What follows belongs to an exercise in optimizing a design on an open flow for a short achievable clock period and few clock cycles per item; a production flow would make more cautious choices.
Power figures rest on the tool's default switching activity, not on a simulated workload.

==> inputs of quartz <==
Design lru_page_replacement_unit, start of the top module:
module lru_page_replacement_unit (
  input  logic        clk,
  input  logic        rst_n,
  input  logic        cfg_valid,
  output logic        cfg_ready,
  input  logic [3:0]  cfg_data,
  input  logic        in_tvalid,
  output logic        in_tready,
  input  logic [15:0] in_tdata,    
  input  logic        in_tuser,    
  output logic        out_tvalid,
  input  logic        out_tready,
  output logic [55:0] out_tdata    
);
  localparam int F    = 8;
  localparam int EW   = 22;         
  localparam int FD   = 4;          
  localparam int CAP  = FD + 1;     
  logic [F-1:0] act_r;
  assign cfg_ready = 1'b1;
  always_ff @(posedge clk) begin
    if (!rst_n) begin
      act_r <= '1;
    end else if (cfg_valid) begin
      for (int k = 0; k < F; k++) begin
        act_r[k] <= (k == 0) || (cfg_data > 4'(k));
      end
    end
  end
  logic [15:0]  page_r [F];
  logic [F-1:0] valid_r;
  logic [2:0]   rank_r [F];
  logic [F-1:0] wsel_r;
  logic [15:0]  wpg_r;
  logic [15:0]  pg_eff [F];
  always_comb begin
    for (int k = 0; k < F; k++) begin
      pg_eff[k] = wsel_r[k] ? wpg_r : page_r[k];
    end
  end
  logic        in_tready_r;
  logic        in_x;
  logic        p0_v;
  logic        p0_nr;
  logic [15:0] p0_pg;
  assign in_tready = in_tready_r;
  assign in_x      = in_tvalid && in_tready_r;
  always_ff @(posedge clk) begin
    p0_pg <= in_tdata;
    p0_nr <= in_tuser;
    if (!rst_n) p0_v <= 1'b0;
    else        p0_v <= in_x;
  end
  logic         p1_v;
  logic         p1_nr;
  logic [15:0]  p1_pg;
  logic [F-1:0] m_r;       
  logic [F-1:0] pre;       
  logic         eq;        
  logic [F-1:0] seln;      
  logic [F-1:0] vnx;       
  always_comb begin
    for (int k = 0; k < F; k++) begin
      pre[k] = (pg_eff[k] == p0_pg);
    end
    eq = (p1_pg == p0_pg);
  end
  always_ff @(posedge clk) begin
    p1_nr <= p0_nr;
    p1_pg <= p0_pg;
    for (int k = 0; k < F; k++) begin
      m_r[k] <= act_r[k] && (seln[k] && p1_v ? eq : (vnx[k] && pre[k]));
    end
  ...
Settings: LEC_CHECK=0, ABC_CLOCK_PERIOD_IN_PS=1500, CAP_MARGIN=20, CORE_MARGIN=2, CORE_UTILIZATION=40, SETUP_SLACK_MARGIN=3.3, SLEW_MARGIN=20; clock period 5.0 ns.
run.sh (not shown) runs the stock make flow with config.mk's settings and CLKGATE_MAP_FILE= SYNTH_SCRIPT=/design/flow/synth_recipe.tcl, a recipe that flattens the netlist after the stock synthesis.
==> amber (differences from quartz) <==
==> flow/design.v (replaced) <==
package lrupr_pkg;
  localparam int FRAMES    = 8;
  localparam int PAGE_BITS = 16;
endpackage
module lru_page_replacement_unit (
  input  logic        clk,
  input  logic        rst_n,
  input  logic        cfg_valid,
  output logic        cfg_ready,
  input  logic [3:0]  cfg_data,
  input  logic        in_tvalid,
  output logic        in_tready,
  input  logic [15:0] in_tdata,    
  input  logic        in_tuser,    
  output logic        out_tvalid,
  input  logic        out_tready,
  output logic [55:0] out_tdata    
);
  localparam int F    = 8;
  localparam int EW   = 22;         
  localparam int FD   = 4;          
  localparam int CAP  = FD + 1;     
  logic [F-1:0] act_r;
  assign cfg_ready = 1'b1;
  always_ff @(posedge clk) begin
    if (!rst_n) begin
      act_r <= '1;
    end else if (cfg_valid) begin
      for (int k = 0; k < F; k++) begin
        act_r[k] <= (k == 0) || (cfg_data > 4'(k));
      end
    end
  end
  logic [15:0]  page_r [F];
  logic [F-1:0] valid_r;
  logic [F-1:0] newer_r [F];
  logic [F-1:0] wsel_r;
  logic [15:0]  wpg_r;
  logic        in_tready_o;    
  logic        in_nrdy;        
  logic        in_x;
  logic        p0_v;
  logic        p0_nr;
  logic [15:0] p0_pg;
  assign in_tready = in_tready_o;
  assign in_x      = in_tvalid && !in_nrdy;
  always_ff @(posedge clk) begin
    p0_pg <= in_tdata;
    p0_nr <= in_tuser;
    if (!rst_n) p0_v <= 1'b0;
    else        p0_v <= in_x;
  end
  logic         p1_v;
  logic         p1_nr;
  logic [15:0]  p1_pg;
  logic [F-1:0] m_r;       
  logic [F-1:0] pre;       
  logic         eq;        
  logic         eqw;       
  logic [F-1:0] selg;      
  logic [F-1:0] vnx;       
  always_comb begin
    eq  = (p1_pg == p0_pg);
    eqw = (wpg_r == p0_pg);
    for (int k = 0; k < F; k++) begin
      pre[k] = wsel_r[k] ? eqw : (page_r[k] == p0_pg);
    end
  end
  always_ff @(posedge clk) begin
    p1_nr <= p0_nr;
    p1_pg <= p0_pg;
    for (int k = 0; k < F; k++) begin
      m_r[k] <= act_r[k] && (selg[k] ? eq : (vnx[k] && pre[k]));
    end
    if (!rst_n) p1_v <= 1'b0;
    else        p1_v <= p0_v;
  end
  logic [F-1:0] hsel, e, esel, vsel, sel, before_m;
  logic         hit, empty;
  always_comb begin
    for (int k = 0; k < F; k++) begin
      e[k] = act_r[k] && !valid_r[k];
    end
    hit   = |m_r;
    empty = |e;
    for (int k = 0; k < F; k++) begin
      before_m[k] = 1'b0;
      esel[k]     = e[k];
      for (int j = 0; j < k; j++) begin
        if (m_r[j]) before_m[k] = 1'b1;
        if (e[j])   esel[k]     = 1'b0;
      end
      hsel[k] = m_r[k] && !before_m[k];
    end
    for (int k = 0; k < F; k++) begin
      vsel[k] = act_r[k];
      for (int j = 0; j < F; j++) begin
        if (j != k && act_r[j] && !newer_r[j][k]) vsel[k] = 1'b0;
      end
    end
    for (int k = 0; k < F; k++) begin
      sel[k] = hsel[k] || (!hit && (empty ? esel[k] : vsel[k]));
    end
    if (!p1_v)      selg = '0;
    else if (p1_nr) selg = F'(1);
    else            selg = sel;
    if (p1_v && p1_nr) vnx = F'(1);
    else               vnx = valid_r | selg;
  end
  always_ff @(posedge clk) begin
    if (!rst_n) valid_r <= '0;
    else        valid_r <= vnx;
    for (int k = 0; k < F; k++) begin
      for (int j = 0; j < F; j++) begin
        if (j != k) newer_r[k][j] <= selg[k] || (!selg[j] && newer_r[k][j]);
      end
    end
  end
  always_ff @(posedge clk) begin
    wpg_r <= p1_pg;
    if (!rst_n) wsel_r <= '0;
    else        wsel_r <= selg;
    for (int k = 0; k < F; k++) begin
      if (wsel_r[k]) page_r[k] <= wpg_r;
    end
  end
  logic         p2_v;
  logic         p2_nr;
  logic         p2_hit;
  logic         p2_ev;
  logic [F-1:0] p2_slot;
  logic [15:0]  p2_evpg;
  logic [15:0]  evpg;
  logic [2:0]   slot_enc;
  logic [EW-1:0] p2_d;
  always_comb begin
    evpg = '0;
    for (int k = 0; k < F; k++) begin
      if (vsel[k]) evpg = evpg | (wsel_r[k] ? wpg_r : page_r[k]);
    end
  end
  always_ff @(posedge clk) begin
    p2_nr   <= p1_nr;
    p2_hit  <= hit && !p1_nr;
    p2_ev   <= !hit && !empty && !p1_nr;
    p2_slot <= p1_nr ? F'(1) : sel;
    p2_evpg <= evpg;
    if (!rst_n) p2_v <= 1'b0;
    else        p2_v <= p1_v;
  end
  always_comb begin
    slot_enc = '0;
    for (int k = 0; k < F; k++) begin
      if (p2_slot[k]) slot_enc = slot_enc | 3'(k);
    end
    p2_d = {p2_nr, (p2_ev ? p2_evpg : 16'd0), p2_ev, slot_enc, p2_hit};
  end
  logic [EW-1:0] fifo [FD];
  logic [FD-1:0] occ;
  logic [FD-1:0] wpos;
  logic          out_v_o;      
  logic          out_nv;       
  logic [20:0]   out_d;
  logic [31:0]   fault_o;      
  logic [31:0]   fault_c;      
  logic [31:0]   fault_nx;
  logic [EW-1:0] head;
  logic          head_v;
  logic          load, pop, upd, out_x;
  logic [2:0]    cnt;
  logic [2:0]    cnt_inc, cnt_dec;
  logic          rdy_inc;
  assign load   = out_nv || out_tready;
  assign pop    = load && occ[0];
  assign head   = occ[0] ? fifo[0] : p2_d;
  assign head_v = occ[0] || p2_v;
  assign upd    = load && head_v;
  assign out_x  = !out_nv && out_tready;
  always_comb begin
    for (int i = 0; i < FD; i++) begin
      wpos[i] = !occ[i] && ((i == 0) || occ[i-1]);
    end
    if (head[EW-1])                   fault_nx = 32'd1;
    else if (!head[0] && !(&fault_c)) fault_nx = fault_c + 32'd1;
    else                              fault_nx = fault_c;
    cnt_inc = cnt + 3'd1;
    cnt_dec = cnt - 3'd1;
    rdy_inc = (cnt_inc < 3'(CAP));
  end
  always_ff @(posedge clk) begin
    for (int i = 0; i < FD; i++) begin
      if (pop) begin
        fifo[i] <= (i + 1 < FD && occ[(i + 1) % FD]) ? fifo[(i + 1) % FD] : p2_d;
      end else if (wpos[i]) begin
        fifo[i] <= p2_d;
      end
    end
    if (load) out_d <= head[20:0];
    if (!rst_n) begin
      occ         <= '0;
      out_v_o     <= 1'b0;
      out_nv      <= 1'b1;
      fault_c     <= '0;
      fault_o     <= '0;
      cnt         <= '0;
      in_tready_o <= 1'b1;
      in_nrdy     <= 1'b0;
    end else begin
      for (int i = 0; i < FD; i++) begin
        if (pop) occ[i] <= ((i + 1 < FD) && occ[(i + 1) % FD]) || (p2_v && occ[i]);
        else     occ[i] <= occ[i] || (p2_v && !load && wpos[i]);
      end
      out_v_o <= !load || head_v;
      out_nv  <= load && !head_v;
      if (upd) fault_c <= fault_nx;
      fault_o <= upd ? fault_nx : (load ? 32'd0 : fault_c);
      if (in_x && !out_x) begin
        cnt         <= cnt_inc;
        in_tready_o <= rdy_inc;
        in_nrdy     <= !rdy_inc;
      end else if (!in_x && out_x) begin
        cnt         <= cnt_dec;
        in_tready_o <= 1'b1;
        in_nrdy     <= 1'b0;
      end
    end
  end
  assign out_tvalid = out_v_o;
  assign out_tdata  = {3'b000, fault_o, out_d};
endmodule
==> summary.txt <==
- amber went through all stages and came out clean. quartz passed the timing, design-rule and antenna checks.
- In critical path depth, amber and quartz do not differ.
- Against quartz, the worst hold slack of amber is better by 0.0064 ns.
- Against quartz, the power of amber is smaller by about 16%.
- Of quartz and amber, amber has the higher global-route usage (gap 1.4 points).
No run of this note included a check of the RTL's function; only the layout flow was run.

port drivers added, routing unchanged:
In the flow no input, the clock included, has a driving cell. The finished layouts below were timed again as built, in two steps. Step 1, drivers: a clkbuf_16 drives clk and a buf_2 each remaining input, both assumed. Step 2, shift: input delay + t, output delay - t, t = (earliest + latest rising clock arrival at the registers) / 2. This alone moves slack from input paths to output paths. Slacks: no drivers / after step 1 / after step 2; pairs: no drivers / after step 1.
run	t, ns	setup WS [ns]	hold slack, ns	worst register clock-pin slew, ns	cell pins on the clock port's net
quartz	0.642	2.697 / 2.697 / 2.070	0.326 / 0.326 / 0.326	0.06 / 0.06	1
amber	0.647	2.709 / 2.709 / 2.492	0.333 / 0.333 / 0.333	0.07 / 0.07	1
After both steps setup and hold are still met in every run listed. The setup slack of quartz, which loses most, moves by 0.000 ns with the drivers and by -0.627 ns with both steps.
